Source: an optimization exercise on an open RTL-to-GDS flow (aim: small area, a short achievable clock period and few clock cycles per item). Production flows keep margins and buffers that such runs may drop. Function was checked by simulation only, so behaviour that the tests miss may differ from the original. No activity file was given, so power comes from the tool's default toggle rates.

==> design/flow/design.v <==
`timescale 1ns / 1ps
package bhs_pkg;
    localparam int DEF_BUCKET_COUNT     = 24;
    localparam int DEF_SLOTS_PER_BUCKET = 8;
    localparam int KEY_W = 31;
    localparam int CMD_W = 2;
    localparam int STS_W = 2;
    localparam int TAG_W = KEY_W - 4;
    localparam int ROW_N = 24;
    localparam logic [CMD_W-1:0] CMD_FIND   = 2'd0;
    localparam logic [CMD_W-1:0] CMD_INSERT = 2'd1;
    localparam logic [CMD_W-1:0] CMD_DELETE = 2'd2;
    localparam logic [STS_W-1:0] ST_OK   = 2'd0;
    localparam logic [STS_W-1:0] ST_MISS = 2'd1;
    localparam logic [STS_W-1:0] ST_FULL = 2'd2;
endpackage
`timescale 1ns / 1ps
import bhs_pkg::*;
module bhs_bucket_calc (
    input  logic [KEY_W-1:0] i_key,
    output logic [2:0]       o_lo,
    output logic [1:0]       o_m3,
    output logic [ROW_N-1:0] o_sel,
    output logic [TAG_W-1:0] o_tag
);
    function automatic logic [2:0] add3(input logic [2:0] a, input logic [2:0] b);
        logic [2:0] c;
        c[0] = (a[0] & b[0]) | (a[1] & b[2]) | (a[2] & b[1]);
        c[1] = (a[0] & b[1]) | (a[1] & b[0]) | (a[2] & b[2]);
        c[2] = (a[0] & b[2]) | (a[2] & b[0]) | (a[1] & b[1]);
        add3 = c;
    endfunction
    logic [2:0] l0 [16];
    logic [2:0] l1 [8];
    logic [2:0] l2 [4];
    logic [2:0] l3 [2];
    logic [7:0] w_lo_oh;
    logic [2:0] w_m3_oh;
    always_comb begin
        for (int i = 0; i < 15; i++) begin
            l0[i][0] = (i_key[2*i +: 2] == 2'd0) | (i_key[2*i +: 2] == 2'd3);
            l0[i][1] = (i_key[2*i +: 2] == 2'd1);
            l0[i][2] = (i_key[2*i +: 2] == 2'd2);
        end
        l0[15] = {1'b0, i_key[30], !i_key[30]};
        for (int i = 0; i < 8; i++) l1[i] = add3(l0[2*i], l0[2*i+1]);
        for (int i = 0; i < 4; i++) l2[i] = add3(l1[2*i], l1[2*i+1]);
        for (int i = 0; i < 2; i++) l3[i] = add3(l2[2*i], l2[2*i+1]);
        w_m3_oh = add3(l3[0], l3[1]);
        o_m3 = {w_m3_oh[2], w_m3_oh[1]};
    end
    assign o_lo  = i_key[2:0];
    assign o_tag = {i_key[30:5], i_key[4:3] == 2'd3};
    always_comb begin
        for (int i = 0; i < 8; i++) w_lo_oh[i] = (o_lo == 3'(i));
        for (int i = 0; i < 8; i++)
            for (int j = 0; j < 3; j++)
                o_sel[3*i+j] = w_lo_oh[i] & w_m3_oh[j];
    end
endmodule
`timescale 1ns / 1ps
import bhs_pkg::*;
module bhs_row_store #(
    parameter int SLOTS = DEF_SLOTS_PER_BUCKET
) (
    input  logic             i_clk,
    input  logic             i_rst_n,
    input  logic [2:0]       i_phase,
    input  logic [ROW_N-1:0] i_rd_sel,
    input  logic [4:0]       i_rd_row,
    input  logic [TAG_W-1:0] i_rd_tag,
    output logic [SLOTS-1:0] o_rd_eq,
    output logic [SLOTS-1:0] o_rd_valid,
    input  logic             i_wr_en,
    input  logic [ROW_N-1:0] i_wr_sel,
    input  logic [4:0]       i_wr_row,
    input  logic [SLOTS-1:0] i_wr_valid,
    input  logic             i_wr_park,
    input  logic             i_wr_ovf,
    input  logic [2:0]       i_wr_slot,
    input  logic [TAG_W-1:0] i_wr_tag,
    output logic [SLOTS-1:0] o_avail,
    output logic             o_ovf,
    output logic             o_ovf_stay
);
    logic [SLOTS*TAG_W-1:0] ring  [ROW_N];
    logic [SLOTS-1:0]       mem_valid [ROW_N];
    logic [SLOTS-1:0]       pend_v;
    logic [4:0]             pend_row [SLOTS];
    logic [TAG_W-1:0]       pend_tag [SLOTS];
    logic                   ovf_v;
    logic [4:0]             ovf_row;
    logic [2:0]             ovf_slot;
    logic [TAG_W-1:0]       ovf_tag;
    logic [TAG_W-1:0]       w_bus;
    logic [ROW_N-1:0]       w_ring_we;
    logic [SLOTS-1:0]       w_pend_free;
    logic                   w_drain;
    logic [2:0]             w_ovf_p;
    logic [SLOTS*TAG_W-1:0] w_rd_tags;
    logic [SLOTS-1:0]       w_eq_pos;
    logic [SLOTS-1:0]       w_eq_ring;
    always_comb begin
        w_bus = pend_tag[i_phase];
        for (int r = 0; r < ROW_N; r++) begin
            w_ring_we[r] = pend_v[i_phase] && (pend_row[i_phase] == {3'(r / 3), 2'(r % 3)});
        end
    end
    always_ff @(posedge i_clk) begin
        for (int r = 0; r < ROW_N; r++) begin
            ring[r][TAG_W-1:0] <= w_ring_we[r] ? w_bus : ring[r][SLOTS*TAG_W-1 -: TAG_W];
            ring[r][SLOTS*TAG_W-1:TAG_W] <= ring[r][(SLOTS-1)*TAG_W-1:0];
        end
    end
    always_comb begin
        for (int p = 0; p < SLOTS; p++) begin
            w_pend_free[p] = !pend_v[p] || (i_phase == 3'(p));
        end
        for (int l = 0; l < SLOTS; l++) begin
            o_avail[l] = w_pend_free[SLOTS-1-l];
        end
        w_ovf_p = ~ovf_slot;
        w_drain = ovf_v && w_pend_free[w_ovf_p];
    end
    always_ff @(posedge i_clk) begin
        for (int p = 0; p < SLOTS; p++) begin
            if (!i_rst_n) begin
                pend_v[p] <= 1'b0;
            end else if (i_wr_en && i_wr_park && (i_wr_slot == 3'(SLOTS-1-p))) begin
                pend_v[p]   <= 1'b1;
                pend_row[p] <= i_wr_row;
                pend_tag[p] <= i_wr_tag;
            end else if (w_drain && (w_ovf_p == 3'(p))) begin
                pend_v[p]   <= 1'b1;
                pend_row[p] <= ovf_row;
                pend_tag[p] <= ovf_tag;
            end else if (i_phase == 3'(p)) begin
                pend_v[p] <= 1'b0;
            end
        end
    end
    always_ff @(posedge i_clk) begin
        if (!i_rst_n) begin
            ovf_v <= 1'b0;
        end else if (i_wr_en && i_wr_ovf) begin
            ovf_v <= 1'b1;
        end else if (w_drain) begin
            ovf_v <= 1'b0;
        end
        if (i_wr_en && i_wr_ovf) begin
            ovf_row  <= i_wr_row;
            ovf_slot <= i_wr_slot;
            ovf_tag  <= i_wr_tag;
        end
    end
    assign o_ovf      = ovf_v;
    assign o_ovf_stay = ovf_v && !w_drain;
    always_ff @(posedge i_clk) begin
        for (int r = 0; r < ROW_N; r++) begin
            if (!i_rst_n) begin
                mem_valid[r] <= '0;
            end else if (i_wr_en && i_wr_sel[r]) begin
                mem_valid[r] <= i_wr_valid;
            end
        end
    end
    always_comb begin
        w_rd_tags  = '0;
        o_rd_valid = '0;
        for (int r = 0; r < ROW_N; r++) begin
            w_rd_tags  = w_rd_tags  | ({(SLOTS*TAG_W){i_rd_sel[r]}} & ring[r]);
            o_rd_valid = o_rd_valid | ({SLOTS{i_rd_sel[r]}} & mem_valid[r]);
        end
        for (int j = 0; j < SLOTS; j++) begin
            w_eq_pos[j] = (w_rd_tags[j*TAG_W +: TAG_W] == i_rd_tag);
        end
        for (int l = 0; l < SLOTS; l++) begin
            w_eq_ring[l] = 1'b0;
            for (int j = 0; j < SLOTS; j++) begin
                if (i_phase == 3'((j - l) & (SLOTS - 1))) w_eq_ring[l] = w_eq_pos[j];
            end
        end
        for (int l = 0; l < SLOTS; l++) begin
            if (ovf_v && ovf_row == i_rd_row && ovf_slot == 3'(l)) begin
                o_rd_eq[l] = (ovf_tag == i_rd_tag);
            end else if (pend_v[SLOTS-1-l] && pend_row[SLOTS-1-l] == i_rd_row) begin
                o_rd_eq[l] = (pend_tag[SLOTS-1-l] == i_rd_tag);
            end else begin
                o_rd_eq[l] = w_eq_ring[l];
            end
        end
    end
endmodule
`timescale 1ns / 1ps
import bhs_pkg::*;
module bhs_update #(
    parameter int SLOTS = DEF_SLOTS_PER_BUCKET
) (
    input  logic [CMD_W-1:0] i_cmd,
    input  logic [SLOTS-1:0] i_valid,
    input  logic [SLOTS-1:0] i_eq,
    input  logic [SLOTS-1:0] i_avail,
    output logic [STS_W-1:0] o_status,
    output logic [SLOTS-1:0] o_new_valid,
    output logic [SLOTS-1:0] o_ins_slot,
    output logic [2:0]       o_slot,
    output logic             o_park,
    output logic             o_ovf
);
    logic [SLOTS-1:0] w_hit;
    logic [SLOTS-1:0] w_free;
    logic [SLOTS-1:0] w_cand;
    logic [SLOTS-1:0] w_first_c;
    logic [SLOTS-1:0] w_first_f;
    logic [SLOTS-1:0] w_pick;
    logic             w_hit_any;
    logic             w_full;
    logic             w_any_c;
    assign w_hit     = i_valid & i_eq;
    assign w_free    = ~i_valid;
    assign w_cand    = w_free & i_avail;
    assign w_first_c = w_cand & (~w_cand + SLOTS'(1));
    assign w_first_f = w_free & (~w_free + SLOTS'(1));
    assign w_hit_any = |w_hit;
    assign w_full    = ~|w_free;
    assign w_any_c   = |w_cand;
    assign w_pick    = w_any_c ? w_first_c : w_first_f;
    always_comb begin
        o_slot = '0;
        for (int s = 0; s < SLOTS; s++) begin
            if (w_pick[s]) o_slot = o_slot | 3'(s);
        end
    end
    always_comb begin
        o_status    = ST_MISS;
        o_new_valid = i_valid;
        o_ins_slot  = '0;
        o_park      = 1'b0;
        o_ovf       = 1'b0;
        case (i_cmd)
            CMD_FIND: begin
                o_status = w_hit_any ? ST_OK : ST_MISS;
            end
            CMD_INSERT: begin
                if (w_hit_any) begin
                    o_status = ST_MISS;
                end else if (w_full) begin
                    o_status = ST_FULL;
                end else begin
                    o_status    = ST_OK;
                    o_new_valid = i_valid | w_pick;
                    o_ins_slot  = w_pick;
                    o_park      = w_any_c;
                    o_ovf       = !w_any_c;
                end
            end
            CMD_DELETE: begin
                if (w_hit_any) begin
                    o_status    = ST_OK;
                    o_new_valid = i_valid & ~w_hit;
                end
            end
            default: begin
                o_status = ST_MISS;
            end
        endcase
    end
endmodule
`timescale 1ns / 1ps
import bhs_pkg::*;
module bucketed_hash_set #(
    parameter int SLOTS = DEF_SLOTS_PER_BUCKET
) (
    input  logic             i_clk,
    input  logic             i_rst_n,
    input  logic             i_req_valid,
    output logic             o_req_ready,
    input  logic [CMD_W-1:0] i_req_command,
    input  logic [KEY_W-1:0] i_req_key,
    output logic             o_rsp_valid,
    input  logic             i_rsp_ready,
    output logic [STS_W-1:0] o_rsp_status
);
    localparam int CAP = 6;
    logic             r_ready;
    logic [2:0]       r_cnt;
    logic [CAP-1:0]   r_occ;
    logic [CAP-1:0][STS_W-1:0] r_q;
    logic             w_acc, w_pop;
    logic [CAP-1:0]   w_occ_sh;
    logic [CAP-1:0][STS_W-1:0] w_q_sh;
    logic             s1_v, s2_v, s3_v;
    logic [CMD_W-1:0] s1_cmd, s2_cmd, s3_cmd;
    logic [KEY_W-1:0] s1_key;
    logic [TAG_W-1:0] s2_tag, s3_tag;
    logic [ROW_N-1:0] s2_sel, s3_sel;
    logic [4:0]       s2_row, s3_row;
    logic [SLOTS-1:0] s3_eq, s3_rv;
    logic             s3_fwd, s3_teq;
    logic [SLOTS-1:0] p_vnew, p_ins;
    logic [2:0]       r_phase;
    logic [2:0]       w1_lo;
    logic [1:0]       w1_m3;
    logic [ROW_N-1:0] w1_sel;
    logic [TAG_W-1:0] w1_tag;
    logic [SLOTS-1:0] w2_eq, w2_rv;
    logic [SLOTS-1:0] w3_v, w3_eq;
    logic [STS_W-1:0] w3_status;
    logic [SLOTS-1:0] w3_new_valid, w3_ins;
    logic [SLOTS-1:0] w3_avail;
    logic [2:0]       w3_slot;
    logic             w3_park, w3_ovf, w3_dec;
    logic             w_hold, w_ovf_stay;
    assign w_acc = i_req_valid && r_ready;
    assign w_pop = r_occ[0] && i_rsp_ready;
    always_ff @(posedge i_clk) begin
        if (!i_rst_n) r_phase <= '0;
        else          r_phase <= r_phase + 3'd1;
    end
    always_ff @(posedge i_clk) begin
        if (!i_rst_n) begin
            s1_v <= 1'b0;
        end else if (!w_hold) begin
            s1_v <= w_acc;
        end
        if (!w_hold) begin
            s1_cmd <= i_req_command;
            s1_key <= i_req_key;
        end
    end
    bhs_bucket_calc u_calc (
        .i_key (s1_key),
        .o_lo  (w1_lo),
        .o_m3  (w1_m3),
        .o_sel (w1_sel),
        .o_tag (w1_tag)
    );
    always_ff @(posedge i_clk) begin
        if (!i_rst_n) begin
            s2_v <= 1'b0;
        end else if (!w_hold) begin
            s2_v <= s1_v;
        end
        if (!w_hold) begin
            s2_cmd <= s1_cmd;
            s2_tag <= w1_tag;
            s2_sel <= w1_sel;
            s2_row <= {w1_lo, w1_m3};
        end
    end
    bhs_row_store #(
        .SLOTS (SLOTS)
    ) u_store (
        .i_clk      (i_clk),
        .i_rst_n    (i_rst_n),
        .i_phase    (r_phase),
        .i_rd_sel   (s2_sel),
        .i_rd_row   (s2_row),
        .i_rd_tag   (s2_tag),
        .o_rd_eq    (w2_eq),
        .o_rd_valid (w2_rv),
        .i_wr_en    (w3_dec),
        .i_wr_sel   (s3_sel),
        .i_wr_row   (s3_row),
        .i_wr_valid (w3_new_valid),
        .i_wr_park  (w3_park),
        .i_wr_ovf   (w3_ovf),
        .i_wr_slot  (w3_slot),
        .i_wr_tag   (s3_tag),
        .o_avail    (w3_avail),
        .o_ovf      (w_hold),
        .o_ovf_stay (w_ovf_stay)
    );
    always_ff @(posedge i_clk) begin
        if (!i_rst_n) begin
            s3_v   <= 1'b0;
            s3_fwd <= 1'b0;
        end else if (!w_hold) begin
            s3_v   <= s2_v;
            s3_fwd <= s2_v && s3_v && (s2_row == s3_row);
        end
        if (!w_hold) begin
            s3_cmd <= s2_cmd;
            s3_tag <= s2_tag;
            s3_sel <= s2_sel;
            s3_row <= s2_row;
            s3_eq  <= w2_eq;
            s3_rv  <= w2_rv;
            s3_teq <= (s2_tag == s3_tag);
        end
    end
    assign w3_dec = s3_v && !w_hold;
    always_comb begin
        w3_v = s3_fwd ? p_vnew : s3_rv;
        for (int s = 0; s < SLOTS; s++) begin
            w3_eq[s] = (s3_fwd && p_ins[s]) ? s3_teq : s3_eq[s];
        end
    end
    bhs_update #(
        .SLOTS (SLOTS)
    ) u_update (
        .i_cmd       (s3_cmd),
        .i_valid     (w3_v),
        .i_eq        (w3_eq),
        .i_avail     (w3_avail),
        .o_status    (w3_status),
        .o_new_valid (w3_new_valid),
        .o_ins_slot  (w3_ins),
        .o_slot      (w3_slot),
        .o_park      (w3_park),
        .o_ovf       (w3_ovf)
    );
    always_ff @(posedge i_clk) begin
        if (!w_hold) begin
            p_vnew <= w3_new_valid;
            p_ins  <= w3_ins;
        end
    end
    always_comb begin
        w_occ_sh = w_pop ? (r_occ >> 1) : r_occ;
        for (int i = 0; i < CAP - 1; i++) begin
            w_q_sh[i] = w_pop ? r_q[i+1] : r_q[i];
        end
        w_q_sh[CAP-1] = r_q[CAP-1];
    end
    always_ff @(posedge i_clk) begin
        for (int i = 0; i < CAP; i++) begin
            r_q[i] <= w_occ_sh[i] ? w_q_sh[i] : w3_status;
        end
        if (!i_rst_n) begin
            r_occ <= '0;
        end else if (w3_dec) begin
            r_occ <= {w_occ_sh[CAP-2:0], 1'b1};
        end else begin
            r_occ <= w_occ_sh;
        end
    end
    always_ff @(posedge i_clk) begin
        if (!i_rst_n) begin
            r_cnt   <= '0;
            r_ready <= 1'b1;
        end else begin
            r_cnt <= r_cnt + 3'(w_acc) - 3'(w_pop);
            if ((w3_dec && w3_ovf) || w_ovf_stay) begin
                r_ready <= 1'b0;
            end else if (w_acc && !w_pop) begin
                r_ready <= (r_cnt < 3'(CAP - 1));
            end else if (w_pop) begin
                r_ready <= 1'b1;
            end else begin
                r_ready <= (r_cnt < 3'(CAP));
            end
        end
    end
    assign o_req_ready  = r_ready;
    assign o_rsp_valid  = r_occ[0];
    assign o_rsp_status = r_q[0];
endmodule
==> design/flow/run.sh <==
#!/bin/bash
# synth_recipe.tcl (not shown) runs the flow's synth.tcl, then flattens the netlist and writes it again
# the make line also repeats each setting of config.mk as NAME=value (left out here)
make -C /OpenROAD-flow-scripts/flow DESIGN_CONFIG=/design/flow/config.mk WORK_HOME=/design/flow/orfs CLKGATE_MAP_FILE= SYNTH_SCRIPT=/design/flow/synth_recipe.tcl finish
==> design/flow/config.mk <==
export PLATFORM = sky130hd
export DESIGN_NAME = bucketed_hash_set
export DESIGN_NICKNAME = bucketed_hash_set
export VERILOG_FILES = /design/flow/design.v
export SDC_FILE = /design/flow/constraint.sdc
export NUM_CORES = 4
export LEC_CHECK = 0
export CAP_MARGIN = 20
export CORE_MARGIN = 2
export CORE_UTILIZATION = 40
export SETUP_SLACK_MARGIN = 5.0
export SLEW_MARGIN = 20
export SYNTH_MEMORY_MAX_BITS = 16384
==> design/flow/constraint.sdc <==
create_clock -name core_clock -period 8.5 [get_ports {i_clk}]
set_input_delay 1.7000 -clock core_clock [delete_from_list [all_inputs] [get_ports {i_clk}]]
set_output_delay 1.7000 -clock core_clock [all_outputs]
set_load 0.01 [all_outputs]
==> flow_summary.ini, run 1 <==
[yosys]
synth-compound-area-share_pct = 13.9
synthTopCellsByArea = dfxtp_1 (61%), a22oi_1 (11%), edfxtp_1 (8.2%)
yosysSeqAreaShare_pct = 69.3
syn_area_per_cell_um2 = 13.1
yosysWarningCount = 12
synthTopCellsByCount = dfxtp_1 (5402), a22oi_1 (2490), mux2_2 (937)
synth_area_um2 = 177000
synthXorXnorAreaFrac_pct = 2.36
synth_fp_nets = 13593
synth_top_cell_area_share_pct = 61.1
yosysMostFrequentCell = dfxtp_1
synth-adder-area-share_pct = 0.344
syn_inst = 13508
synthMuxAreaShare_pct = 6.24
synth_top_area_cell = dfxtp_1
yosys.area_share.simple_pct = 5.40
synth_top_family_by_area = compound AO/OA/AOI/OAI gates
post_synth_num_cell_types = 71
synth_ff_type = dfxtp_1
synth-edff-count = 485
ys_seq_elements = 5887
async_reset_ff_share_pct = 0

[timing]
rsz0062_at_grt = true
relSlewSlack_pct = 11.6
fmax_mhz = 227
finalCritPeriodShare_pct = 51.8
hold_viol_final = 0
holdWs_ns = 0.299
setup_viol = 0
fin_skew_ns = 0.0812
period_needed_ns = 4.40
slew_violations = 0
tns_ns = 0
tightest_slew_ns = 1.32

[global_routing]
gr-total-overflow = 0
grt_pass1_vias = 121474
antenna_found_initial = 67
grt_max_degree = 140
grt_pass1_wl_mm = 995
grt.total_usage_pct = 31.6

[worst_setup_path]
cpPeakStageDelay_ns = 0.61
cp_max_fo = 49
reg2reg_from = s2_sel[20]
r2r_setup_slack_ns = 4.10
worstRegToRegCells = 14
path_cells = buf_4 -> buf_12 -> buf_12 -> a22oi_1 -> nand4_1 -> or4_4 -> a211oi_2 -> nand4_1 -> nor4_4 -> buf_6 -> nand2_4 -> a221oi_4 -> o31ai_2 -> a221oi_1
crit_required_ns = 9.42
startpoint_type = flop
cp_slowest_cell = or4_4
criticalPathCategory = flop to flop
rr_endpoint = s3_eq[1]
critPathArrivalTime_ns = 5.31
cp-end-kind = flop

[final_layout]
design_area_um2 = 220000
fin_util_pct = 49.9
fin_nets = 14189
nFillCells = 36953
syn_to_final_growth_pct = 24.5
layout-drive-gt1-share_pct = 22.9

[clocking]
clock_path_buffers = 4
ctsHoldBuffers = 0
htreeDepth = 6
insertion_delay_ns = 1.11
cts_sinks = 5887
ctsRootBufferMaster = clkbuf_16
cts_tree = yes
cts.clk_slew.worst_paths_ns = 0.07
cts_buffers = 570

[power_and_ir_drop]
power_density_nw_per_um2 = 258
power_leakage_nw = 82.0
power_mw = 56.8
ir_drop_v = 0.000246

[route]
detail-route-antenna-nets = 0
vias = 129982
dr.pass1.iters = 10
post_drt_via_cell_ratio = 6.34
drcViolationCount = 0
drt_wl_total_mm = 779
drt_iter0_markers = 22995
wl_per_cell_um = 38.0

[placed_design]
place_area_um2 = 185000
place.port_buffers = 40
hpwl_mm = 454
gp_routability_congestion = 0.977

[die]
dieWidth_um = 669
initial_core_util_pct = 40.1
core_um2 = 441000
num_rows = 244
die_height_um = 669
die_area_um2 = 448000
ios = 41

[job]
cap_violations = 0

[hold_path]
holdPathEnd = u_store.ring[14][175]
hp-start = u_store.ring[14][148]
hold_class = flop to flop
hold_depth = 0

[outcome]
status = no timing/DRC/antenna violations
## layout make-up
type                       count  area, um^2  area share (%)
multi-input combinational   6586       55600            25.2
clock buffer                 825       16700            7.56
tap                         5904        7390            3.35
clock inverter               208        2670            1.21
sequential                  5887      123000            55.7
timing repair buffer         987       14900            6.78
inverter                      72         293           0.133
antenna                       30        75.1          0.0341
## per-layer routing
metal / track usage, % / routed length, um / up-vias
met5: 0 / 379 / -
met3: 9.15 / 110000 / 2867
met4: 20.7 / 66700 / 40
met2: 45.8 / 318000 / 10983
li1: - / - / 51725
met1: 41.1 / 283000 / 64367
## cell families after synthesis
group,Yosys count
AOI/OAI and AO/OA,3253
DFF,5887
adders and majority gates,48
buffers and inverters,1050
xor gates and xnor gates,477
muxes,980
and+or+nand+nor,1813
## worst max-delay path by stage
stage | startpoint | end | depth (start not counted)
6_report | s2_sel[20] | s3_eq[1] | 14
5_1_grt | s2_sel[20] | s3_eq[7] | 15
4_1_cts | s2_sel[2] | s3_eq[1] | 12
3_5_place_dp | r_phase[2] | u_store.ring[17][17] | 11
3_3_place_gp | r_phase[2] | u_store.ring[19][26] | 11
2_1_floorplan | u_store.ovf_v | u_store.pend_row[2][0] | 9
## critical path, delay by kind of cell (launching register included)
kind,cells,cell delay (ns)
DFF,1,0.47
buffers and inverters,4,0.72
AOI/OAI and AO/OA,5,1.24
and+or+nand+nor,5,1.66
## timing repair
| action | in CTS | in global routing |
|---|---|---|
| buffers inserted | 270 | 186 |
| resized for setup | 712 | 741 |
| gates cloned | 85 | 87 |
| endpoints found under the setup margin | 1267 | 1161 |
| pin swaps | 142 | 124 |
## placed cells by master, fill, tap and decap left out, types with 130 or more instances in the layout
cell / instances
a211oi_1: 169
a22oi_1: 2409
buf_12: 208
buf_4: 400
clkbuf_1: 130
clkbuf_16: 659
dfxtp_1: 5397
edfxtp_1: 485
mux2_2: 565
mux2_4: 389
nand2_1: 244
nand4_1: 630
nor2_1: 298
xnor2_1: 196
xor2_1: 218
## sequential cells by signal, indices dropped and copies added, names as in the netlist, 8 cells and up
register           count
r_q                   12
p_vnew                 8
u_store.pend_v         8
u_store.mem_valid    192
p_ins                  8
s3_sel                24
s3_eq                  8
s2_sel                24
s2_tag                27
s1_key                31
u_store.pend_tag     216
u_store.pend_row      40
u_store.ovf_tag       27
s3_rv                  8
s3_tag                27
u_store.ring        5184
## per-stage QoR
| stage | instances | worst slack, ns |
|---|---|---|
| floorplan | 13508 | 3.64 |
| global placement | 18802 | 2.33 |
| detailed placement | 18807 | 2.26 |
| CTS | 20195 | 4.44 |
| global route | 20474 | 4.23 |
| finish | 20499 | 4.10 |
## where the power goes
| group | leakage [nW] | switching [mW] | internal, mW | total, mW |
|---|---|---|---|---|
| Sequential | 48.3 | 0.180 | 28.1 | 28.2 |
| Combinational | 24.2 | 1.73 | 0.653 | 2.38 |
| Clock | 9.49 | 11.2 | 15.0 | 26.2 |
| Total | 82.0 | 13.1 | 43.7 | 56.8 |
Testbench counts, summed over its fixed seeds: cycles 24,230, items 24,000.
==> run 2: changes to the inputs <==
--- a/design/flow/design.v
+++ b/design/flow/design.v
@@ -77,65 +77,123 @@
     input  logic [SLOTS-1:0] i_wr_valid,
     input  logic             i_wr_park,
     input  logic             i_wr_ovf,
-    input  logic [2:0]       i_wr_slot,
+    input  logic [SLOTS-1:0] i_wr_pick,
     input  logic [TAG_W-1:0] i_wr_tag,
     output logic [SLOTS-1:0] o_avail,
     output logic             o_ovf,
     output logic             o_ovf_stay
 );
+    localparam int PEND_N = 4;
     logic [SLOTS*TAG_W-1:0] ring  [ROW_N];
-    logic [SLOTS-1:0]       mem_valid [ROW_N];
-    logic [SLOTS-1:0]       pend_v;
-    logic [4:0]             pend_row [SLOTS];
-    logic [TAG_W-1:0]       pend_tag [SLOTS];
+    logic [SLOTS-1:0]       vring [ROW_N];
+    logic [PEND_N-1:0]      pend_v;
+    logic [4:0]             pend_row [PEND_N];
+    logic [2:0]             pend_ph  [PEND_N];
+    logic [TAG_W-1:0]       pend_tag [PEND_N];
+    logic [PEND_N-1:0]      r_ld;
+    logic [ROW_N-1:0]       r_ld_we;
+    logic [TAG_W-1:0]       r_ld_tag;
     logic                   ovf_v;
     logic [4:0]             ovf_row;
-    logic [2:0]             ovf_slot;
+    logic [2:0]             ovf_ph;
     logic [TAG_W-1:0]       ovf_tag;
-    logic [TAG_W-1:0]       w_bus;
-    logic [ROW_N-1:0]       w_ring_we;
-    logic [SLOTS-1:0]       w_pend_free;
+    logic [2:0]             w_ph_next;
+    logic [PEND_N-1:0]      w_ld_next;
+    logic [TAG_W-1:0]       w_ld_tag;
+    logic [ROW_N-1:0]       w_ld_we;
+    logic [PEND_N-1:0]      w_efree;
+    logic [PEND_N-1:0]      w_alloc;
+    logic                   w_any_free;
+    logic [SLOTS-1:0]       w_ph_busy;
+    logic [2:0]             w_dph [SLOTS];
+    logic [2:0]             w_pick_ph;
     logic                   w_drain;
-    logic [2:0]             w_ovf_p;
+    logic                   w_new;
+    logic                   w_park;
     logic [SLOTS*TAG_W-1:0] w_rd_tags;
-    logic [SLOTS-1:0]       w_eq_pos;
     logic [SLOTS-1:0]       w_eq_ring;
+    logic [PEND_N-1:0]      w_pm;
+    logic [PEND_N-1:0]      w_pe;
+    logic [2:0]             w_rph [SLOTS];
+    function automatic logic [4:0] row_code(input int r);
+        row_code = {3'(r / 3), 2'(r % 3)};
+    endfunction
     always_comb begin
-        w_bus = pend_tag[i_phase];
-        for (int r = 0; r < ROW_N; r++) begin
-            w_ring_we[r] = pend_v[i_phase] && (pend_row[i_phase] == {3'(r / 3), 2'(r % 3)});
+        w_ph_next = i_phase + 3'd1;
+        w_ld_tag  = '0;
+        w_ld_we   = '0;
+        for (int k = 0; k < PEND_N; k++) begin
+            w_ld_next[k] = pend_v[k] && !r_ld[k] && (pend_ph[k] == w_ph_next);
+            w_ld_tag     = w_ld_tag | ({TAG_W{w_ld_next[k]}} & pend_tag[k]);
+            for (int r = 0; r < ROW_N; r++) begin
+                if (w_ld_next[k] && pend_row[k] == row_code(r)) w_ld_we[r] = 1'b1;
+            end
         end
     end
     always_ff @(posedge i_clk) begin
+        if (!i_rst_n) begin
+            r_ld    <= '0;
+            r_ld_we <= '0;
+        end else begin
+            r_ld    <= w_ld_next;
+            r_ld_we <= w_ld_we;
+        end
+        r_ld_tag <= w_ld_tag;
+    end
+    always_ff @(posedge i_clk) begin
         for (int r = 0; r < ROW_N; r++) begin
-            ring[r][TAG_W-1:0] <= w_ring_we[r] ? w_bus : ring[r][SLOTS*TAG_W-1 -: TAG_W];
+            ring[r][TAG_W-1:0] <= r_ld_we[r] ? r_ld_tag : ring[r][SLOTS*TAG_W-1 -: TAG_W];
             ring[r][SLOTS*TAG_W-1:TAG_W] <= ring[r][(SLOTS-1)*TAG_W-1:0];
         end
     end
+    always_ff @(posedge i_clk) begin
+        for (int r = 0; r < ROW_N; r++) begin
+            if (!i_rst_n) begin
+                vring[r] <= '0;
+            end else if (i_wr_en && i_wr_sel[r]) begin
+                vring[r] <= {i_wr_valid[SLOTS-3:0], i_wr_valid[SLOTS-1:SLOTS-2]};
+            end else begin
+                vring[r] <= {vring[r][SLOTS-2:0], vring[r][SLOTS-1]};
+            end
+        end
+    end
     always_comb begin
-        for (int p = 0; p < SLOTS; p++) begin
-            w_pend_free[p] = !pend_v[p] || (i_phase == 3'(p));
+        for (int j = 0; j < SLOTS; j++) begin
+            w_dph[j] = i_phase + 3'(6 - j);
+        end
+        w_efree    = ~pend_v | r_ld;
+        w_any_free = |w_efree;
+        w_ph_busy  = '0;
+        for (int k = 0; k < PEND_N; k++) begin
+            for (int p = 0; p < SLOTS; p++) begin
+                if (pend_v[k] && !r_ld[k] && pend_ph[k] == 3'(p)) w_ph_busy[p] = 1'b1;
+            end
+        end
+        for (int j = 0; j < SLOTS; j++) begin
+            o_avail[j] = w_any_free && !w_ph_busy[w_dph[j]];
         end
-        for (int l = 0; l < SLOTS; l++) begin
-            o_avail[l] = w_pend_free[SLOTS-1-l];
+        w_drain   = ovf_v && w_any_free && !w_ph_busy[ovf_ph];
+        w_pick_ph = '0;
+        for (int j = 0; j < SLOTS; j++) begin
+            w_pick_ph = w_pick_ph | ({3{i_wr_pick[j]}} & w_dph[j]);
         end
-        w_ovf_p = ~ovf_slot;
-        w_drain = ovf_v && w_pend_free[w_ovf_p];
+        w_alloc = w_efree & (~w_efree + PEND_N'(1));
+        w_park  = i_wr_en && i_wr_park;
+        w_new   = w_park || w_drain;
     end
     always_ff @(posedge i_clk) begin
-        for (int p = 0; p < SLOTS; p++) begin
+        for (int k = 0; k < PEND_N; k++) begin
             if (!i_rst_n) begin
-                pend_v[p] <= 1'b0;
-            end else if (i_wr_en && i_wr_park && (i_wr_slot == 3'(SLOTS-1-p))) begin
-                pend_v[p]   <= 1'b1;
-                pend_row[p] <= i_wr_row;
-                pend_tag[p] <= i_wr_tag;
-            end else if (w_drain && (w_ovf_p == 3'(p))) begin
-                pend_v[p]   <= 1'b1;
-                pend_row[p] <= ovf_row;
-                pend_tag[p] <= ovf_tag;
-            end else if (i_phase == 3'(p)) begin
-                pend_v[p] <= 1'b0;
+                pend_v[k] <= 1'b0;
+            end else if (w_alloc[k] && w_new) begin
+                pend_v[k] <= 1'b1;
+            end else if (r_ld[k]) begin
+                pend_v[k] <= 1'b0;
+            end
+            if (w_alloc[k]) begin
+                pend_row[k] <= ovf_v ? ovf_row : i_wr_row;
+                pend_tag[k] <= ovf_v ? ovf_tag : i_wr_tag;
+                pend_ph[k]  <= ovf_v ? ovf_ph  : w_pick_ph;
             end
         end
     end
@@ -147,46 +205,36 @@
         end else if (w_drain) begin
             ovf_v <= 1'b0;
         end
-        if (i_wr_en && i_wr_ovf) begin
-            ovf_row  <= i_wr_row;
-            ovf_slot <= i_wr_slot;
-            ovf_tag  <= i_wr_tag;
+        if (!ovf_v) begin
+            ovf_row <= i_wr_row;
+            ovf_tag <= i_wr_tag;
+            ovf_ph  <= w_pick_ph;
         end
     end
     assign o_ovf      = ovf_v;
     assign o_ovf_stay = ovf_v && !w_drain;
-    always_ff @(posedge i_clk) begin
-        for (int r = 0; r < ROW_N; r++) begin
-            if (!i_rst_n) begin
-                mem_valid[r] <= '0;
-            end else if (i_wr_en && i_wr_sel[r]) begin
-                mem_valid[r] <= i_wr_valid;
-            end
-        end
-    end
     always_comb begin
         w_rd_tags  = '0;
         o_rd_valid = '0;
         for (int r = 0; r < ROW_N; r++) begin
             w_rd_tags  = w_rd_tags  | ({(SLOTS*TAG_W){i_rd_sel[r]}} & ring[r]);
-            o_rd_valid = o_rd_valid | ({SLOTS{i_rd_sel[r]}} & mem_valid[r]);
+            o_rd_valid = o_rd_valid | ({SLOTS{i_rd_sel[r]}} & vring[r]);
         end
         for (int j = 0; j < SLOTS; j++) begin
-            w_eq_pos[j] = (w_rd_tags[j*TAG_W +: TAG_W] == i_rd_tag);
+            w_eq_ring[j] = (w_rd_tags[j*TAG_W +: TAG_W] == i_rd_tag);
+            w_rph[j]     = i_phase + 3'(7 - j);
         end
-        for (int l = 0; l < SLOTS; l++) begin
-            w_eq_ring[l] = 1'b0;
-            for (int j = 0; j < SLOTS; j++) begin
-                if (i_phase == 3'((j - l) & (SLOTS - 1))) w_eq_ring[l] = w_eq_pos[j];
-            end
+        for (int k = 0; k < PEND_N; k++) begin
+            w_pm[k] = pend_v[k] && (pend_row[k] == i_rd_row);
+            w_pe[k] = (pend_tag[k] == i_rd_tag);
         end
-        for (int l = 0; l < SLOTS; l++) begin
-            if (ovf_v && ovf_row == i_rd_row && ovf_slot == 3'(l)) begin
-                o_rd_eq[l] = (ovf_tag == i_rd_tag);
-            end else if (pend_v[SLOTS-1-l] && pend_row[SLOTS-1-l] == i_rd_row) begin
-                o_rd_eq[l] = (pend_tag[SLOTS-1-l] == i_rd_tag);
-            end else begin
-                o_rd_eq[l] = w_eq_ring[l];
+        for (int j = 0; j < SLOTS; j++) begin
+            o_rd_eq[j] = w_eq_ring[j];
+            for (int k = 0; k < PEND_N; k++) begin
+                if (w_pm[k] && pend_ph[k] == w_rph[j]) o_rd_eq[j] = w_pe[k];
+            end
+            if (ovf_v && ovf_row == i_rd_row && ovf_ph == w_rph[j]) begin
+                o_rd_eq[j] = (ovf_tag == i_rd_tag);
             end
         end
     end
@@ -203,7 +251,7 @@
     output logic [STS_W-1:0] o_status,
     output logic [SLOTS-1:0] o_new_valid,
     output logic [SLOTS-1:0] o_ins_slot,
-    output logic [2:0]       o_slot,
+    output logic [SLOTS-1:0] o_pick,
     output logic             o_park,
     output logic             o_ovf
 );
@@ -225,12 +273,7 @@
     assign w_full    = ~|w_free;
     assign w_any_c   = |w_cand;
     assign w_pick    = w_any_c ? w_first_c : w_first_f;
-    always_comb begin
-        o_slot = '0;
-        for (int s = 0; s < SLOTS; s++) begin
-            if (w_pick[s]) o_slot = o_slot | 3'(s);
-        end
-    end
+    assign o_pick = w_pick;
     always_comb begin
         o_status    = ST_MISS;
         o_new_valid = i_valid;
@@ -308,7 +351,8 @@
     logic [STS_W-1:0] w3_status;
     logic [SLOTS-1:0] w3_new_valid, w3_ins;
     logic [SLOTS-1:0] w3_avail;
-    logic [2:0]       w3_slot;
+    logic [SLOTS-1:0] w3_pick;
+    logic [SLOTS-1:0] w3_pv, w3_pi;
     logic             w3_park, w3_ovf, w3_dec;
     logic             w_hold, w_ovf_stay;
     assign w_acc = i_req_valid && r_ready;
@@ -365,7 +409,7 @@
         .i_wr_valid (w3_new_valid),
         .i_wr_park  (w3_park),
         .i_wr_ovf   (w3_ovf),
-        .i_wr_slot  (w3_slot),
+        .i_wr_pick  (w3_pick),
         .i_wr_tag   (s3_tag),
         .o_avail    (w3_avail),
         .o_ovf      (w_hold),
@@ -387,13 +431,18 @@
             s3_eq  <= w2_eq;
             s3_rv  <= w2_rv;
             s3_teq <= (s2_tag == s3_tag);
+        end else begin
+            s3_eq  <= {s3_eq[SLOTS-2:0], s3_eq[SLOTS-1]};
+            s3_rv  <= {s3_rv[SLOTS-2:0], s3_rv[SLOTS-1]};
         end
     end
     assign w3_dec = s3_v && !w_hold;
+    assign w3_pv = {p_vnew[SLOTS-2:0], p_vnew[SLOTS-1]};
+    assign w3_pi = {p_ins[SLOTS-2:0], p_ins[SLOTS-1]};
     always_comb begin
-        w3_v = s3_fwd ? p_vnew : s3_rv;
+        w3_v = s3_fwd ? w3_pv : s3_rv;
         for (int s = 0; s < SLOTS; s++) begin
-            w3_eq[s] = (s3_fwd && p_ins[s]) ? s3_teq : s3_eq[s];
+            w3_eq[s] = (s3_fwd && w3_pi[s]) ? s3_teq : s3_eq[s];
         end
     end
     bhs_update #(
@@ -406,7 +455,7 @@
         .o_status    (w3_status),
         .o_new_valid (w3_new_valid),
         .o_ins_slot  (w3_ins),
-        .o_slot      (w3_slot),
+        .o_pick      (w3_pick),
         .o_park      (w3_park),
         .o_ovf       (w3_ovf)
     );
@@ -414,6 +463,9 @@
         if (!w_hold) begin
             p_vnew <= w3_new_valid;
             p_ins  <= w3_ins;
+        end else begin
+            p_vnew <= w3_pv;
+            p_ins  <= w3_pi;
         end
     end
     always_comb begin
==> run 2 against run 1 <==
Setup slack better by 0.13 ns. Count of clock-buffer cells in the layout shrank 12. Register-to-register slack better by 0.13 ns. Clock skew fell by 0.034 ns. Flip-flop and latch count decreased by 65. Critical endpoint is now s3_eq[5]. Still clean on timing, DRC and antenna.
==> flow_summary.ini, run 2 <==
[route]
dr.pass1.iters = 8
detail-route-antenna-nets = 0
vias = 120475
drcViolationCount = 0
post_drt_via_cell_ratio = 6.22
wl_per_cell_um = 36.4
drt_iter0_markers = 19340
drt_wl_total_mm = 705

[placed_design]
gp_routability_congestion = 0.979
hpwl_mm = 424
place_area_um2 = 177000
place.port_buffers = 40
dp_slack_ns = 3.04

[clocking]
clock_path_buffers = 4
cts_buffers = 562
cts_sinks = 5822
ctsHoldBuffers = 0
cts_tree = yes
ctsRootBufferMaster = clkbuf_16
cts.clk_slew.worst_paths_ns = 0.06
insertion_delay_ns = 1.09
htreeDepth = 6

[timing]
setup_ws_ns = 4.23
slew_violations = 0
period_needed_ns = 4.27
setup_viol = 0
tightest_slew_ns = 1.22
fmax_mhz = 234
relSlewSlack_pct = 18.2
rsz0062_at_grt = true
finalCritPeriodShare_pct = 50.2
fin_skew_ns = 0.0467
tns_ns = 0
hold_viol_final = 0

[worst_setup_path]
worst_path_dominant_cell_family = simple AND/OR/NAND/NOR gates
r2r_setup_slack_ns = 4.23
cp_max_fo = 30
cpPeakStageDelay_ns = 0.63
cp_slowest_cell = nand4_1
path_cells = buf_4 -> buf_6 -> a22oi_1 -> nand4_1 -> nor3_4 -> xor2_1 -> nand4_1 -> nor4_4 -> nand4_1 -> a21oi_2 -> o21ai_1 -> a41oi_1
critPathArrivalTime_ns = 5.25
startpoint_type = flop
cp-end-kind = flop
critPathMostFrequentCell = nand4_1
crit_required_ns = 9.48
crit_buf_inv = 2
criticalPathCategory = flop to flop

[global_routing]
grt.total_usage_pct = 30.8
grt_max_degree = 113
antenna_found_initial = 55
grt_pass1_wl_mm = 926
gr-total-overflow = 0
grt_pass1_vias = 114635

[power_and_ir_drop]
ir_drop_v = 0.000235
power_density_nw_per_um2 = 268
power_leakage_nw = 75.9

[final_layout]
regMostFlops = u_store.ring
reg_top3 = u_store.ring (5184), u_store.vring (192), u_store.pend_tag (108)
layout_common_cells = dfxtp_1 (5486), a22oi_1 (2321), mux2_2 (697)
syn_to_final_growth_pct = 21.2
design_area_um2 = 206000
seq_area_um2 = 120000
multi_input_area_um2 = 50600
layout_commonest_cell = dfxtp_1
largest_reg_flops = 5184
fin_nets = 13316
layout-drive-gt1-share_pct = 20.7
nFillCells = 36595

[yosys]
synth_area_um2 = 170000
ys_seq_elements = 5822
synthTopCellsByCount = dfxtp_1 (5520), a22oi_1 (2382), mux2_2 (698)
synth_ff_type = dfxtp_1
async_reset_ff_share_pct = 0
yosysMostFrequentCell = dfxtp_1
synth_fp_nets = 13044
synth-edff-count = 302
yosysSeqAreaShare_pct = 70.5
synth_top_cell_area_share_pct = 65.2
syn_area_per_cell_um2 = 13.1
syn_inst = 12963
synth_top_area_cell = dfxtp_1
yosysWarningCount = 15
synthTopCellsByArea = dfxtp_1 (65%), a22oi_1 (11%), edfxtp_1 (5.3%)
post_synth_num_cell_types = 79

[die]
ios = 41
dieWidth_um = 655
core_um2 = 423000
die_height_um = 655
initial_core_util_pct = 40.1
die_area_um2 = 429000
num_rows = 239

[hold_path]
hold_class = flop to flop

[job]
cap_violations = 0

[outcome]
status = no timing/DRC/antenna violations
-- run 2: cell count changes after synthesis, sizes merged, moves of 55 or more --
cell	change
o22ai	+59
edfxtp	-183
nand2	-123
a22oi	-108
buf	-221
a22o	+55
mux2	-257
nand3	+86
dfxtp	+118
xor2	-59
nand4	-57
clkbuf	+176
-- run 2: metrics by stage --
stage,hold WS [ns],utilization (%),cells,power (mW)
final,0.325,48.6,19366,55.1
after global routing,0.323,48.6,19352,56.2
after CTS,0.323,47.9,19254,54.9
after detailed placement,0.336,41.8,18015,29.6
after global placement,0.332,41.7,18012,29.5
after floorplan,0.331,-,12963,28.9
-- run 2: logic make-up (layout without fill, tap and decap cells) --
group                    after synthesis  count (layout)  share of synthesized area (%)
other                                  0              19                              0
multiplexers                         775             775                           5.10
flip-flops                          5822            5822                           70.5
AND/OR/NAND/NOR                     1702            1703                           5.28
AO/OA/AOI/OAI                       3221            3221                           14.5
adder cells (fa/ha/maj)               44              44                          0.329
XOR/XNOR                             404             404                           2.09
buffers and inverters                995            1715                           2.22
-- run 2: worst paths after layout --
kind | cells after the start | endpoint | startpoint
worst min-delay path | 0 | u_store.ring[11][156] | u_store.ring[11][129]
worst min register to register | 0 | u_store.ring[11][156] | u_store.ring[11][129]
worst max register to register | 12 | s3_eq[5] | s2_sel[12]
worst max-delay path | 12 | s3_eq[5] | s2_sel[12]
-- run 2: per-layer routing --
layer  routed length, um  up-vias  track usage, %
li1                    -    48977               -
met1              270000    60182            40.5
met2              294000     9037            45.2
met3               88000     2255            8.11
met4               52800       24            18.7
met5                 165        -               0
-- run 2: layout make-up --
type                    count  area share [%]
diodes                     19          0.0231
repair buffers            640            4.31
well taps                5663            3.45
inverters                  62           0.125
clock inverters           200            1.14
multi-input cells        6147            24.6
clock buffers             813            8.10
flip-flops and latches   5822            58.2
-- run 2: repair_timing --
action | 4_1_cts | 5_1_grt
gates resized for setup | 663 | 314
buffers inserted | 162 | 61
setup endpoints to repair | 279 | 258
gates cloned | 64 | 32
pin swaps | 128 | 141
-- run 2: report_power, final --
group	internal [mW]	switching [mW]	leakage [nW]	total [mW]
registers	27.6	0.0849	47.6	27.7
logic	0.526	1.29	18.9	1.82
clock network	14.7	10.9	9.39	25.6
total	42.8	12.3	75.9	55.1
Testbench counts of run 2, summed over its fixed seeds: cycles 24,308, items 24,000.
==> run 3: changes to the inputs <==
--- a/design/flow/design.v
+++ b/design/flow/design.v
@@ -18,10 +18,7 @@
 import bhs_pkg::*;
 module bhs_bucket_calc (
     input  logic [KEY_W-1:0] i_key,
-    output logic [2:0]       o_lo,
-    output logic [1:0]       o_m3,
-    output logic [ROW_N-1:0] o_sel,
-    output logic [TAG_W-1:0] o_tag
+    output logic [2:0]       o_m3
 );
     function automatic logic [2:0] add3(input logic [2:0] a, input logic [2:0] b);
         logic [2:0] c;
@@ -34,8 +31,6 @@
     logic [2:0] l1 [8];
     logic [2:0] l2 [4];
     logic [2:0] l3 [2];
-    logic [7:0] w_lo_oh;
-    logic [2:0] w_m3_oh;
     always_comb begin
         for (int i = 0; i < 15; i++) begin
             l0[i][0] = (i_key[2*i +: 2] == 2'd0) | (i_key[2*i +: 2] == 2'd3);
@@ -46,16 +41,7 @@
         for (int i = 0; i < 8; i++) l1[i] = add3(l0[2*i], l0[2*i+1]);
         for (int i = 0; i < 4; i++) l2[i] = add3(l1[2*i], l1[2*i+1]);
         for (int i = 0; i < 2; i++) l3[i] = add3(l2[2*i], l2[2*i+1]);
-        w_m3_oh = add3(l3[0], l3[1]);
-        o_m3 = {w_m3_oh[2], w_m3_oh[1]};
-    end
-    assign o_lo  = i_key[2:0];
-    assign o_tag = {i_key[30:5], i_key[4:3] == 2'd3};
-    always_comb begin
-        for (int i = 0; i < 8; i++) w_lo_oh[i] = (o_lo == 3'(i));
-        for (int i = 0; i < 8; i++)
-            for (int j = 0; j < 3; j++)
-                o_sel[3*i+j] = w_lo_oh[i] & w_m3_oh[j];
+        o_m3 = add3(l3[0], l3[1]);
     end
 endmodule
 `timescale 1ns / 1ps
@@ -70,6 +56,8 @@
     input  logic [4:0]       i_rd_row,
     input  logic [TAG_W-1:0] i_rd_tag,
     output logic [SLOTS-1:0] o_rd_eq,
+    output logic [SLOTS-1:0] o_rd_ovr,
+    output logic [SLOTS-1:0] o_rd_oeq,
     output logic [SLOTS-1:0] o_rd_valid,
     input  logic             i_wr_en,
     input  logic [ROW_N-1:0] i_wr_sel,
@@ -94,6 +82,11 @@
     logic [ROW_N-1:0]       r_ld_we;
     logic [TAG_W-1:0]       r_ld_tag;
     logic                   ovf_v;
+    logic [SLOTS-1:0]       r_ph_busy;
+    logic                   r_any_free;
+    logic [SLOTS-1:0]       w_busy_n;
+    logic                   w_free_n;
+    logic [2:0]             w_new_ph;
     logic [4:0]             ovf_row;
     logic [2:0]             ovf_ph;
     logic [TAG_W-1:0]       ovf_tag;
@@ -111,7 +104,6 @@
     logic                   w_new;
     logic                   w_park;
     logic [SLOTS*TAG_W-1:0] w_rd_tags;
-    logic [SLOTS-1:0]       w_eq_ring;
     logic [PEND_N-1:0]      w_pm;
     logic [PEND_N-1:0]      w_pe;
     logic [2:0]             w_rph [SLOTS];
@@ -162,13 +154,8 @@
             w_dph[j] = i_phase + 3'(6 - j);
         end
         w_efree    = ~pend_v | r_ld;
-        w_any_free = |w_efree;
-        w_ph_busy  = '0;
-        for (int k = 0; k < PEND_N; k++) begin
-            for (int p = 0; p < SLOTS; p++) begin
-                if (pend_v[k] && !r_ld[k] && pend_ph[k] == 3'(p)) w_ph_busy[p] = 1'b1;
-            end
-        end
+        w_any_free = r_any_free;
+        w_ph_busy  = r_ph_busy;
         for (int j = 0; j < SLOTS; j++) begin
             o_avail[j] = w_any_free && !w_ph_busy[w_dph[j]];
         end
@@ -180,6 +167,29 @@
         w_alloc = w_efree & (~w_efree + PEND_N'(1));
         w_park  = i_wr_en && i_wr_park;
         w_new   = w_park || w_drain;
+        w_new_ph = ovf_v ? ovf_ph : w_pick_ph;
+        w_busy_n = '0;
+        w_free_n = 1'b0;
+        for (int k = 0; k < PEND_N; k++) begin
+            for (int p = 0; p < SLOTS; p++) begin
+                if (pend_v[k] && !r_ld[k] && !w_ld_next[k] && pend_ph[k] == 3'(p))
+                    w_busy_n[p] = 1'b1;
+            end
+            if (!((w_alloc[k] && w_new) || (pend_v[k] && !r_ld[k])) || w_ld_next[k])
+                w_free_n = 1'b1;
+        end
+        for (int p = 0; p < SLOTS; p++) begin
+            if (w_new && w_new_ph == 3'(p)) w_busy_n[p] = 1'b1;
+        end
+    end
+    always_ff @(posedge i_clk) begin
+        if (!i_rst_n) begin
+            r_ph_busy  <= '0;
+            r_any_free <= 1'b1;
+        end else begin
+            r_ph_busy  <= w_busy_n;
+            r_any_free <= w_free_n;
+        end
     end
     always_ff @(posedge i_clk) begin
         for (int k = 0; k < PEND_N; k++) begin
@@ -193,7 +203,7 @@
             if (w_alloc[k]) begin
                 pend_row[k] <= ovf_v ? ovf_row : i_wr_row;
                 pend_tag[k] <= ovf_v ? ovf_tag : i_wr_tag;
-                pend_ph[k]  <= ovf_v ? ovf_ph  : w_pick_ph;
+                pend_ph[k]  <= w_new_ph;
             end
         end
     end
@@ -221,20 +231,25 @@
             o_rd_valid = o_rd_valid | ({SLOTS{i_rd_sel[r]}} & vring[r]);
         end
         for (int j = 0; j < SLOTS; j++) begin
-            w_eq_ring[j] = (w_rd_tags[j*TAG_W +: TAG_W] == i_rd_tag);
-            w_rph[j]     = i_phase + 3'(7 - j);
+            o_rd_eq[j] = (w_rd_tags[j*TAG_W +: TAG_W] == i_rd_tag);
+            w_rph[j]   = i_phase + 3'(7 - j);
         end
         for (int k = 0; k < PEND_N; k++) begin
             w_pm[k] = pend_v[k] && (pend_row[k] == i_rd_row);
             w_pe[k] = (pend_tag[k] == i_rd_tag);
         end
         for (int j = 0; j < SLOTS; j++) begin
-            o_rd_eq[j] = w_eq_ring[j];
+            o_rd_ovr[j] = 1'b0;
+            o_rd_oeq[j] = 1'b0;
             for (int k = 0; k < PEND_N; k++) begin
-                if (w_pm[k] && pend_ph[k] == w_rph[j]) o_rd_eq[j] = w_pe[k];
+                if (w_pm[k] && pend_ph[k] == w_rph[j]) begin
+                    o_rd_ovr[j] = 1'b1;
+                    o_rd_oeq[j] = w_pe[k];
+                end
             end
             if (ovf_v && ovf_row == i_rd_row && ovf_ph == w_rph[j]) begin
-                o_rd_eq[j] = (ovf_tag == i_rd_tag);
+                o_rd_ovr[j] = 1'b1;
+                o_rd_oeq[j] = (ovf_tag == i_rd_tag);
             end
         end
     end
@@ -335,6 +350,10 @@
     logic             s1_v, s2_v, s3_v;
     logic [CMD_W-1:0] s1_cmd, s2_cmd, s3_cmd;
     logic [KEY_W-1:0] s1_key;
+    logic [2:0]       s1_m3;
+    logic [2:0]       w0_m3;
+    logic [SLOTS-1:0] s3_ovr, s3_oeq;
+    logic [SLOTS-1:0] w2_ovr, w2_oeq;
     logic [TAG_W-1:0] s2_tag, s3_tag;
     logic [ROW_N-1:0] s2_sel, s3_sel;
     logic [4:0]       s2_row, s3_row;
@@ -342,10 +361,9 @@
     logic             s3_fwd, s3_teq;
     logic [SLOTS-1:0] p_vnew, p_ins;
     logic [2:0]       r_phase;
-    logic [2:0]       w1_lo;
-    logic [1:0]       w1_m3;
     logic [ROW_N-1:0] w1_sel;
     logic [TAG_W-1:0] w1_tag;
+    logic [4:0]       w1_row;
     logic [SLOTS-1:0] w2_eq, w2_rv;
     logic [SLOTS-1:0] w3_v, w3_eq;
     logic [STS_W-1:0] w3_status;
@@ -370,15 +388,20 @@
         if (!w_hold) begin
             s1_cmd <= i_req_command;
             s1_key <= i_req_key;
+            s1_m3  <= w0_m3;
         end
     end
     bhs_bucket_calc u_calc (
-        .i_key (s1_key),
-        .o_lo  (w1_lo),
-        .o_m3  (w1_m3),
-        .o_sel (w1_sel),
-        .o_tag (w1_tag)
+        .i_key (i_req_key),
+        .o_m3  (w0_m3)
     );
+    always_comb begin
+        for (int i = 0; i < 8; i++)
+            for (int j = 0; j < 3; j++)
+                w1_sel[3*i+j] = (s1_key[2:0] == 3'(i)) && s1_m3[j];
+        w1_row = {s1_key[2:0], s1_m3[2], s1_m3[1]};
+        w1_tag = {s1_key[30:5], s1_key[4:3] == 2'd3};
+    end
     always_ff @(posedge i_clk) begin
         if (!i_rst_n) begin
             s2_v <= 1'b0;
@@ -389,7 +412,7 @@
             s2_cmd <= s1_cmd;
             s2_tag <= w1_tag;
             s2_sel <= w1_sel;
-            s2_row <= {w1_lo, w1_m3};
+            s2_row <= w1_row;
         end
     end
     bhs_row_store #(
@@ -402,6 +425,8 @@
         .i_rd_row   (s2_row),
         .i_rd_tag   (s2_tag),
         .o_rd_eq    (w2_eq),
+        .o_rd_ovr   (w2_ovr),
+        .o_rd_oeq   (w2_oeq),
         .o_rd_valid (w2_rv),
         .i_wr_en    (w3_dec),
         .i_wr_sel   (s3_sel),
@@ -429,10 +454,14 @@
             s3_sel <= s2_sel;
             s3_row <= s2_row;
             s3_eq  <= w2_eq;
+            s3_ovr <= w2_ovr;
+            s3_oeq <= w2_oeq;
             s3_rv  <= w2_rv;
             s3_teq <= (s2_tag == s3_tag);
         end else begin
             s3_eq  <= {s3_eq[SLOTS-2:0], s3_eq[SLOTS-1]};
+            s3_ovr <= {s3_ovr[SLOTS-2:0], s3_ovr[SLOTS-1]};
+            s3_oeq <= {s3_oeq[SLOTS-2:0], s3_oeq[SLOTS-1]};
             s3_rv  <= {s3_rv[SLOTS-2:0], s3_rv[SLOTS-1]};
         end
     end
@@ -442,7 +471,9 @@
     always_comb begin
         w3_v = s3_fwd ? w3_pv : s3_rv;
         for (int s = 0; s < SLOTS; s++) begin
-            w3_eq[s] = (s3_fwd && w3_pi[s]) ? s3_teq : s3_eq[s];
+            if (s3_fwd && w3_pi[s]) w3_eq[s] = s3_teq;
+            else if (s3_ovr[s])     w3_eq[s] = s3_oeq[s];
+            else                    w3_eq[s] = s3_eq[s];
         end
     end
     bhs_update #(
==> run 3 against run 2 <==
Still clean on timing, DRC and antenna. Global-route usage down 2.1 points. First-iteration DRC count down 4.4%. Combinational power down 21%. Fmax up 8.9%. Worst hold slack worse by 0.013 ns.
==> flow_summary.ini, run 3 <==
[outcome]
status = no timing/DRC/antenna violations

[yosys]
synthTopCellsByCount = dfxtp_1 (5545), a22oi_1 (2217), mux2_2 (705)
synth_top_family_by_area = compound AO/OA/AOI/OAI gates
synthMuxAreaShare_pct = 4.99
synth-adder-area-share_pct = 0.312
synth_top_cell_area_share_pct = 65.0
synthXorXnorAreaFrac_pct = 2.19
synth_top_area_cell = dfxtp_1
synth-edff-count = 305
post_synth_num_cell_types = 84
ys_seq_elements = 5850
yosysWarningCount = 15
yosysSeqAreaShare_pct = 70.3
syn_area_per_cell_um2 = 13.0
synth_fp_nets = 13187
syn_inst = 13108
yosys.area_share.simple_pct = 5.76
synth-compound-area-share_pct = 14.2
yosysMostFrequentCell = dfxtp_1
synth_ff_type = dfxtp_1
async_reset_ff_share_pct = 0
synth_area_um2 = 171000
synthTopCellsByArea = dfxtp_1 (65%), a22oi_1 (9.7%), edfxtp_1 (5.4%)

[worst_setup_path]
reg2reg_from = s2_sel[0]
crit_buf_inv = 2
cp_max_fo = 43
critPathArrivalTime_ns = 4.84
criticalPathCategory = flop to flop
endpoint = s3_eq[3]
startpoint_type = flop
cp-end-kind = flop
worstRegToRegCells = 10
worst_path_dominant_cell_family = simple AND/OR/NAND/NOR gates
cp_slowest_cell = nand4_1
rr_endpoint = s3_eq[3]
startpoint = s2_sel[0]
critPathMostFrequentCell = buf_12
worst-path-stages = 10
crit_required_ns = 9.42
r2r_setup_slack_ns = 4.58
cpPeakStageDelay_ns = 0.63
path_cells = buf_12 -> buf_12 -> a22o_1 -> a221oi_1 -> nand3_1 -> nor3_2 -> xnor2_2 -> nor4_4 -> nand4_1 -> o41ai_2

[timing]
hold_viol_final = 0
period_needed_ns = 3.92
rsz0062_at_grt = true
tns_ns = 0
holdWs_ns = 0.312
fmax_mhz = 255
slew_violations = 0
setup_viol = 0
fin_skew_ns = 0.0527
relSlewSlack_pct = 19.5
tightest_slew_ns = 1.21
finalCritPeriodShare_pct = 46.1

[die]
die_area_um2 = 432000
num_rows = 240
die_height_um = 658
initial_core_util_pct = 40.1
dieWidth_um = 658
ios = 41
core_um2 = 426000

[global_routing]
grt_max_degree = 170
gr-total-overflow = 0
grt_pass1_vias = 114794
grt_pass1_wl_mm = 888
grt.total_usage_pct = 28.7
antenna_found_initial = 58

[route]
dr.pass1.iters = 8
post_drt_via_cell_ratio = 6.14
drt_iter0_markers = 18484
drcViolationCount = 0
vias = 118984
detail-route-antenna-nets = 0
wl_per_cell_um = 34.8
drt_wl_total_mm = 675

[clocking]
htreeDepth = 6
ctsRootBufferMaster = clkbuf_16
ctsHoldBuffers = 0
cts.clk_slew.worst_paths_ns = 0.06
cts_sinks = 5850
cts_tree = yes
insertion_delay_ns = 1.06
cts_buffers = 570
clock_path_buffers = 4

[power_and_ir_drop]
power.internal_mw = 43.0
power_frac_seq_pct = 50.4
ir_drop_v = 0.000224
combinationalPowerShare_pct = 2.6
power_leakage_nw = 75.1
clockPowerShare_pct = 47.0
power_mw = 55.2
p_switching_mw = 12.2
power_density_nw_per_um2 = 273
p_sw_share_pct = 22.0

[placed_design]
gp_routability_congestion = 0.958
place.port_buffers = 40
hpwl_mm = 415

[job]
cap_violations = 0

[final_layout]
syn_to_final_growth_pct = 18.2
fin_nets = 13294
largest_reg_flops = 5184
layout_common_cells = dfxtp_1 (5514), a22oi_1 (2203), mux2_2 (704)
regMostFlops = u_store.ring
layout-drive-gt1-share_pct = 17.6
reg_top3 = u_store.ring (5184), u_store.vring (192), u_store.pend_tag (108)
layout_commonest_cell = dfxtp_1

[hold_path]
hold_depth = 0
hold_class = flop to flop
[run 3: timing repair]
action                                  in CTS  in global routing
pin swaps                                   40                 82
cloned                                      15                 32
setup buffers                               31                101
endpoints found under the setup margin     244                221
resized for setup                          273                251
[run 3: layout make-up]
class / count / area, um^2
Inverter: 67 / 264
Clock inverter: 204 / 2620
Multi-Input combinational cell: 6270 / 49600
Sequential cell: 5850 / 120000
Timing Repair Buffer: 456 / 5240
Antenna cell: 28 / 70.1
Fill cell: 37428 / 224000
Tap cell: 5687 / 7120
Clock buffer: 830 / 16700
[run 3: worst min path at each step]
stage,start,to,slack [ns]
floorplan,u_store.ring[5][162],u_store.ring[5][189],0.33
global placement,u_store.ring[10][128],u_store.ring[10][155],0.33
detailed placement,u_store.ring[2][157],u_store.ring[2][184],0.34
CTS,u_store.ring[22][121],u_store.ring[22][148],0.31
global route,u_store.ring[19][179],u_store.ring[19][206],0.32
finish,u_store.ring[19][131],u_store.ring[19][158],0.31
[run 3: kinds of logic (layout without fill, tap and decap cells)]
logic type	after synthesis	count (layout)
flops	5850	5850
compound gates	3147	3150
simple gates	1905	1908
buf+inv	994	1557
mux	751	751
xor+xnor	419	419
fa+ha+maj	42	42
other cells	0	28
[run 3: per-stage QoR]
step	instances	worst slack [ns]	util [%]	area, um^2
global route	19374	4.68	47.3	202000
floorplan	13108	4.60	-	171000
finish	19392	4.58	47.4	202000
global placement	18150	3.43	41.7	178000
detailed placement	18151	3.87	41.7	178000
CTS	19231	4.79	46.7	199000
[run 3: power groups by stage]
stage,sequential [mW],clock [mW],combinational [mW]
final,27.8,26.0,1.44
after global routing,27.8,27.1,1.43
after CTS,27.8,26.0,1.24
after detailed placement,28.4,0,1.15
after global placement,28.4,0,1.16
after floorplan,28.4,0,0.620
[run 3: per-layer routing]
layer / vias up / global-route usage [%] / part of all wire (%)
li1: 49091 / - / -
met1: 59130 / 37.1 / 38
met2: 8698 / 43.2 / 43
met3: 2027 / 7.81 / 13
met4: 38 / 16.2 / 6.7
met5: - / 0 / 0.046
Testbench counts of run 3, summed over its fixed seeds: cycles 24,308, items 24,000.

## static timing again, ports no longer ideal
Ports are ideal in the flow. The routed layouts listed here were re-timed in OpenROAD. Step 1 (the two cells are an assumption about what drives the block):
set clk [get_ports {i_clk}]
set_driving_cell -lib_cell sky130_fd_sc_hd__clkbuf_16 $clk
set_driving_cell -lib_cell sky130_fd_sc_hd__buf_2 [delete_from_list [all_inputs] $clk]
Step 2 moves the port delays by t, midway between the first and last clock arrival at a register: inputs arrive t later, outputs are due t later. That takes back most of the time a late clock gives input paths. a / b / c = ideal / step 1 / step 2; a / b = the first two.
| run | shift t [ns] | setup slack, ns | hold slack, ns |
|---|---|---|---|
| run 1 | 1.188 | 4.101 / 4.101 / 4.101 | 0.299 / 0.299 / 0.299 |
| run 2 | 1.163 | 4.231 / 4.231 / 4.124 | 0.325 / 0.325 / 0.325 |
| run 3 | 1.148 | 4.579 / 4.579 / 4.073 | 0.312 / 0.312 / 0.312 |
After both steps setup and hold are still met in every run listed. The setup slack of run 3, which loses most, moves by 0.000 ns with the drivers and by -0.506 ns with both steps.
